This design comes from an exercise in tuning for small area on the open sky130 flow, not from production work. The RTL was checked by simulation tests, not by an equivalence proof against the original design. Power figures rest on the tool's default switching activity, not on a simulated workload.

== run A ==
==> flow/design.v <==
`timescale 1ns/1ps
`default_nettype none
package cpu_pkg;
    localparam logic [3:0] OP_ADD  = 4'h0;
    localparam logic [3:0] OP_SUB  = 4'h1;
    localparam logic [3:0] OP_AND  = 4'h2;
    localparam logic [3:0] OP_OR   = 4'h3;
    localparam logic [3:0] OP_XOR  = 4'h4;
    localparam logic [3:0] OP_NOT  = 4'h5;
    localparam logic [3:0] OP_SLA  = 4'h6;
    localparam logic [3:0] OP_SRA  = 4'h7;
    localparam logic [3:0] OP_LI   = 4'h8;
    localparam logic [3:0] OP_LW   = 4'h9;
    localparam logic [3:0] OP_SW   = 4'hA;
    localparam logic [3:0] OP_BIZ  = 4'hB;
    localparam logic [3:0] OP_BNZ  = 4'hC;
    localparam logic [3:0] OP_HALT = 4'hD;
    localparam logic [3:0] OP_JMP  = 4'hE;
endpackage
`default_nettype wire
`timescale 1ns/1ps
`default_nettype none
module cpu_control (
    input  logic       clk,
    input  logic       rst,
    input  logic [3:0] op,           
    input  logic       ready,
    input  logic       t,            
    output logic [3:0] ph,
    output logic       init,
    output logic       fetch,
    output logic       rot1,
    output logic       rot2,
    output logic       mem,
    output logic       in_pc,
    output logic       halted
);
    localparam logic [2:0] S_INIT  = 3'd0;   
    localparam logic [2:0] S_FETCH = 3'd1;
    localparam logic [2:0] S_WAIT  = 3'd2;   
    localparam logic [2:0] S_ROT1  = 3'd3;   
    localparam logic [2:0] S_ROT2  = 3'd4;   
    localparam logic [2:0] S_MEM   = 3'd5;   
    localparam logic [2:0] S_PC    = 3'd6;   
    localparam logic [2:0] S_HALT  = 3'd7;
    logic [2:0] st;
    logic       ph15;
    assign ph15   = (ph == 4'd15);
    assign init   = (st == S_INIT);
    assign fetch  = (st == S_FETCH);
    assign rot1   = (st == S_ROT1);
    assign rot2   = (st == S_ROT2);
    assign mem    = (st == S_MEM);
    assign in_pc  = (st == S_PC);
    assign halted = (st == S_HALT);
    always_ff @(posedge clk or negedge rst) begin
        if (!rst) begin
            st <= S_INIT;
            ph <= 4'd0;
        end else begin
            ph <= ph + 4'd1;
            case (st)
                S_INIT:  if (ph15) st <= S_FETCH;
                S_FETCH: if (ready) begin
                    if (op == cpu_pkg::OP_LW)        st <= S_MEM;
                    else if (op == cpu_pkg::OP_HALT) st <= S_HALT;
                    else                             st <= S_WAIT;
                end
                S_WAIT:  if (ph15) st <= S_ROT1;
                S_ROT1:  if (ph15) st <= (op == cpu_pkg::OP_SW && !t) ? S_MEM : S_ROT2;
                S_ROT2:  if (ph15) st <= S_PC;
                S_MEM:   if (ready) st <= t ? S_WAIT : S_ROT2;
                S_PC:    if (ph15) st <= S_FETCH;
                default: st <= S_HALT;
            endcase
        end
    end
endmodule
`default_nettype wire
`timescale 1ns/1ps
`default_nettype none
module cpu_fetch_unit (
    input  logic        clk,
    input  logic        init,
    input  logic        fetch,
    input  logic        rot1,
    input  logic        rot2,
    input  logic        mem,
    input  logic        in_pc,
    input  logic [3:0]  ph,
    input  logic [15:0] mem_rdata,
    input  logic        a,           
    input  logic        sum,         
    input  logic        cout,
    input  logic        taken,
    output logic        t,
    output logic        c,
    output logic        immbit,
    output logic        w0,
    output logic        w1,
    output logic        pc0,
    output logic [7:0]  mem_addr,
    output logic [15:0] mem_wdata,
    output logic        mem_we
);
    logic [7:0]  pc;
    logic [7:0]  imm;
    logic [15:0] w;
    logic        ldsel;      
    assign ldsel  = mem | (rot1 & t);
    assign immbit = ph[3] ? imm[7] : imm[ph[2:0]];
    assign w0     = w[0];
    assign w1     = w[1];
    assign pc0    = pc[0];
    assign mem_addr  = ldsel ? imm : pc;
    assign mem_wdata = w;
    assign mem_we    = mem & ~t;
    always_ff @(posedge clk) begin
        if (fetch) imm <= mem_rdata[7:0];
        if (init || (in_pc && !ph[3])) pc <= {sum & ~init, pc[7:1]};
        if (rot1 || rot2) w <= {(rot1 & t) ? mem_rdata[ph] : a, w[15:1]};
        c <= cout;
        if (fetch)     t <= (mem_rdata[15:12] == cpu_pkg::OP_LW);
        else if (rot2) t <= taken;
    end
endmodule
`default_nettype wire
`timescale 1ns/1ps
`default_nettype none
module cpu_regfile (
    input  logic        clk,
    input  logic [3:0]  we_lo,    
    input  logic [3:0]  we_hi,    
    input  logic        wbit,     
    input  logic [3:0]  ra,       
    output logic        a         
);
    logic [15:0] regs [16];
    logic [15:0] cur;
    always_ff @(posedge clk) begin
        for (int i = 0; i < 16; i++) begin
            regs[i] <= {(we_lo[i % 4] & we_hi[i / 4]) ? wbit : regs[i][0], regs[i][15:1]};
        end
    end
    always_comb begin
        for (int i = 0; i < 16; i++) cur[i] = regs[i][0];
    end
    assign a = cur[ra];
endmodule
`default_nettype wire
`timescale 1ns/1ps
`default_nettype none
module cpu_execute (
    input  logic [3:0] op,
    input  logic       init,
    input  logic       in_pc,
    input  logic       ph0,
    input  logic       ph15,
    input  logic       a,        
    input  logic       w0,       
    input  logic       w1,       
    input  logic       immbit,   
    input  logic       pc0,      
    input  logic       t,        
    input  logic       c,        
    output logic       sum,
    output logic       cout,
    output logic       wbit,     
    output logic       taken     
);
    logic is_sub, is_br, is_logic, is_or, xa, xb, cin, cinit;
    assign is_sub   = (op == cpu_pkg::OP_SUB);
    assign is_br    = (op == cpu_pkg::OP_BIZ) | (op == cpu_pkg::OP_BNZ);
    assign is_logic = ~in_pc & (op >= cpu_pkg::OP_AND) & (op <= cpu_pkg::OP_NOT);
    assign is_or    = (op == cpu_pkg::OP_OR);
    assign xa = in_pc ? pc0 : a;
    always_comb begin
        if (in_pc)                                            xb = t & immbit;
        else if (is_br || op == cpu_pkg::OP_NOT)              xb = 1'b1;
        else if (op == cpu_pkg::OP_SLA)                       xb = a;
        else                                                  xb = w0 ^ is_sub;
    end
    assign cinit = in_pc | is_sub | is_or;
    assign cin   = (ph0 | is_logic) ? cinit : c;
    assign sum   = xa ^ xb ^ cin;
    assign cout  = (xa & xb) | (xa & cin) | (xb & cin);
    logic whi, wlo;
    assign whi = op[0] ? w0 : immbit;                                    
    always_comb begin
        if (op[2:0] == 3'd7)       wlo = ph15 ? w0 : w1;                 
        else if (op[2:1] == 2'b01) wlo = cout;                           
        else                       wlo = sum;
    end
    assign wbit = ~init & (op[3] ? whi : wlo);
    assign taken = (op == cpu_pkg::OP_JMP) | ((op == cpu_pkg::OP_BIZ) & ~cout)
                 | ((op == cpu_pkg::OP_BNZ) & cout);
endmodule
`default_nettype wire
`timescale 1ns/1ps
`default_nettype none
module cpu_top (
    input  logic                   clk,
    input  logic                   rst,
    output logic [8-1:0] mem_addr,
    output logic [16-1:0] mem_wdata,
    output logic                   mem_we,
    output logic                   mem_req_valid,
    input  logic                   mem_req_ready,
    input  logic [16-1:0] mem_rdata,
    output logic                   halted
);
    logic [3:0] ph;
    logic       init, fetch, rot1, rot2, mem, in_pc;
    logic       t, c, immbit, w0, w1, pc0, sum, cout, wbit, taken, a;
    logic [3:0] op;
    logic [3:0] ra;
    logic [3:0] we_lo, we_hi;
    logic       wr;
    assign op = mem_rdata[15:12];
    assign mem_req_valid = fetch | mem;
    cpu_control control_inst (
        .clk    (clk),
        .rst    (rst),
        .op     (op),
        .ready  (mem_req_ready),
        .t      (t),
        .ph     (ph),
        .init   (init),
        .fetch  (fetch),
        .rot1   (rot1),
        .rot2   (rot2),
        .mem    (mem),
        .in_pc  (in_pc),
        .halted (halted)
    );
    cpu_fetch_unit fetch_inst (
        .clk       (clk),
        .init      (init),
        .fetch     (fetch),
        .rot1      (rot1),
        .rot2      (rot2),
        .mem       (mem),
        .in_pc     (in_pc),
        .ph        (ph),
        .mem_rdata (mem_rdata),
        .a         (a),
        .sum       (sum),
        .cout      (cout),
        .taken     (taken),
        .t         (t),
        .c         (c),
        .immbit    (immbit),
        .w0        (w0),
        .w1        (w1),
        .pc0       (pc0),
        .mem_addr  (mem_addr),
        .mem_wdata (mem_wdata),
        .mem_we    (mem_we)
    );
    cpu_execute execute_inst (
        .op     (op),
        .init   (init),
        .in_pc  (in_pc),
        .ph0    (ph == 4'd0),
        .ph15   (ph == 4'd15),
        .a      (a),
        .w0     (w0),
        .w1     (w1),
        .immbit (immbit),
        .pc0    (pc0),
        .t      (t),
        .c      (c),
        .sum    (sum),
        .cout   (cout),
        .wbit   (wbit),
        .taken  (taken)
    );
    always_comb begin
        if (rot1 && op <= cpu_pkg::OP_XOR)
            ra = mem_rdata[3:0];
        else if (op == cpu_pkg::OP_SW || op == cpu_pkg::OP_BIZ || op == cpu_pkg::OP_BNZ)
            ra = mem_rdata[11:8];
        else
            ra = mem_rdata[7:4];
    end
    assign wr = rot2 & (op <= cpu_pkg::OP_LW);
    always_comb begin
        for (int i = 0; i < 4; i++) begin
            we_lo[i] = init | (wr & (mem_rdata[9:8] == 2'(i)));
            we_hi[i] = init | (mem_rdata[11:10] == 2'(i));
        end
    end
    cpu_regfile regfile_inst (
        .clk   (clk),
        .we_lo (we_lo),
        .we_hi (we_hi),
        .wbit  (wbit),
        .ra    (ra),
        .a     (a)
    );
endmodule
`default_nettype wire
export LEC_CHECK = 0
export CAP_MARGIN = 20
export CORE_MARGIN = 2
export CORE_UTILIZATION = 40
export SLEW_MARGIN = 20
export SYNTH_HIERARCHICAL = 1
create_clock -name core_clock -period 10.0 [get_ports {clk}]
standard.sh (not shown) runs the stock make flow with config.mk's settings and CLKGATE_MAP_FILE= SYNTH_SCRIPT=/design/flow/synth_recipe.tcl, a recipe that flattens the netlist after the stock synthesis.
==> flow/flow/run.sh <==
#!/bin/bash
# The standard flow's layout with four changes:
#  - synthesis is the standard synthesis script, except that ABC maps the
#    logic with an area-oriented script (flow/abc_area.script); registers,
#    their names and cells are as in the standard synthesis;
#  - the smallest buffer on every input and output port;
#  - a clock tree without dummy loads;
#  - after floorplanning, every combinational cell swapped to the smallest
#    cell of its function (the later repair steps upsize where needed).
# Each step logs to its own file in this folder.
set -euo pipefail
export BUFFER_PORTS_ARGS="-buffer_cell sky130_fd_sc_hd__buf_1"
export CTS_ARGS="-sink_clustering_enable -repair_clock_nets -dont_use_dummy_load -buf_list sky130_fd_sc_hd__clkbuf_4 -sink_clustering_size 12 -sink_clustering_max_diameter 40"
HERE=$PWD
{
  echo "proc abc {args} { set i [lsearch \$args -script]; if {\$i >= 0} { lset args [expr {\$i + 1}] $HERE/flow/abc_area.script }; yosys abc {*}\$args }"
  cat synth_recipe.tcl
} > own_synth.tcl
sed "s|SYNTH_SCRIPT=[^ ]*|SYNTH_SCRIPT=$HERE/own_synth.tcl|" standard.sh > own_standard.sh
bash own_standard.sh synth > synth.log 2>&1
bash own_standard.sh floorplan > floorplan.log 2>&1
RES=orfs/results/$FLOW_PLATFORM/cpu_top/base
LIB_FILE=$FLOW_HOME/platforms/$FLOW_PLATFORM/lib/sky130_fd_sc_hd__tt_025C_1v80.lib \
ODB_IN=$RES/2_floorplan.odb ODB_OUT=$RES/2_floorplan.odb \
  openroad -no_init -exit flow/downsize.tcl > downsize.log 2>&1
bash own_standard.sh finish > finish.log 2>&1
==> flow/flow/abc_area.script <==
strash
dch
amap
topo
stime -c
dnsize -c
Other scripts of this flow, unchanged in this note and not shown: flow/flow/downsize.tcl
Inputs modified between run A and run B:
==> flow/flow/abc_area.script <==
strash
dch -f
amap
topo
stime -c
dnsize -c
==> comparison <==
- Run A reports its highest-delay cell along the critical path as a211oi_2 while run B reports fa_1.
- | detailed-routing wirelength on met1 | run B vs run A | 4.6% lower |
- Run A → run B: I/O pin count barely changed, first-iteration DRC count rose 1.
- Run A → run B: initial core utilization has remained practically unchanged, wire length after detailed routing has decreased, smallest setup slack after layout has increased.
- For global-route usage, run B and run A come out practically identical.
- On portion of total power attributed to combinational logic: run B sits above run A.
Here is what was changed in the inputs of run C compared with run B.
diff --git a/flow/flow/run.sh b/flow/flow/run.sh
--- a/flow/flow/run.sh
+++ b/flow/flow/run.sh
@@ -1,7 +1,8 @@
 #!/bin/bash
 # The standard flow's layout with four changes:
-#  - synthesis is the standard synthesis script, except that ABC maps the
-#    logic with an area-oriented script (flow/abc_area.script); registers,
-#    their names and cells are as in the standard synthesis;
+#  - synthesis is the standard synthesis script, except that ABC maps each
+#    module's logic with an area-oriented script (flow/abc_*.script, chosen
+#    per module below); registers, their names and cells are as in the
+#    standard synthesis;
 #  - the smallest buffer on every input and output port;
 #  - a clock tree without dummy loads;
@@ -13,6 +14,17 @@
 export CTS_ARGS="-sink_clustering_enable -repair_clock_nets -dont_use_dummy_load -buf_list sky130_fd_sc_hd__clkbuf_4 -sink_clustering_size 12 -sink_clustering_max_diameter 40"
 HERE=$PWD
+# ABC script per module: flow/abc_<letter>.script
+PLAN="cpu_top c"
 {
-  echo "proc abc {args} { set i [lsearch \$args -script]; if {\$i >= 0} { lset args [expr {\$i + 1}] $HERE/flow/abc_area.script }; yosys abc {*}\$args }"
+  cat <<TCL
+proc abc {args} {
+  set i [lsearch \$args -script]
+  foreach {mod scr} {$PLAN} {
+    set a \$args
+    lset a [expr {\$i + 1}] $HERE/flow/abc_\$scr.script
+    yosys abc {*}\$a \$mod
+  }
+}
+TCL
   cat synth_recipe.tcl
 } > own_synth.tcl
==> flow/flow/abc_a.script (new file) <==
strash
dc2
dch
map -a
topo
stime -c
dnsize -c
==> flow/flow/abc_b.script (new file) <==
&get -n
&st
&syn2
&dch
&nf -a
&st
&syn2
&dch
&nf -a
&put
topo
stime -c
dnsize -c
==> flow/flow/abc_c.script (new file) <==
strash
dch -f
amap
topo
stime -c
dnsize -c
diff --git a/flow/config.mk b/flow/config.mk
--- a/flow/config.mk
+++ b/flow/config.mk
@@ -8,5 +8,5 @@
 export CAP_MARGIN = 20
 export CORE_MARGIN = 2
-export CORE_UTILIZATION = 40
+export CORE_UTILIZATION = 60
 export SLEW_MARGIN = 20
-export SYNTH_HIERARCHICAL = 1
+export SYNTH_HIERARCHICAL = 0
removed: flow/flow/abc_area.script
==> comparison <==
- | proportion of cell area occupied by multi-input gates | run C vs run B | 0.36 points lower |
- Row adder-cell area share of the yosys netlist: run C higher / run B lower
- The cell area after placement reported for run C is smaller than that of run B by about 2.6%.

port drivers added, routing unchanged:
No port has a modelled driver above. Below, the same layouts with a new extraction and two added sets of constraints. Step 1 assumes that a clkbuf_16 drives the clock port and a buf_2 every other input. Step 2 moves the port delays by t, midway between the first and last clock arrival at a register: inputs arrive t later, outputs are due t later. That takes back most of the time a late clock gives input paths. Slacks: ideal / step 1 / step 2; pairs: ideal / step 1.
run | shift t [ns] | setup slack, ns | worst setup path after step 2 | clock arrival spread, ns | worst data-port slew with drivers (ns)
run A | 0.653 | 3.113 / 3.125 / 2.472 | input to register | 0.045 / 0.045 | 0.07
run B | 0.671 | 4.083 / 4.092 / 3.421 | input to register | 0.056 / 0.057 | 0.05
run C | 0.641 | 3.505 / 3.518 / 2.877 | input to register | 0.072 / 0.072 | 0.04
After both steps every run listed still meets setup and hold. The setup slack of run B, which loses most, moves by +0.009 ns with the drivers and by -0.662 ns with both steps.
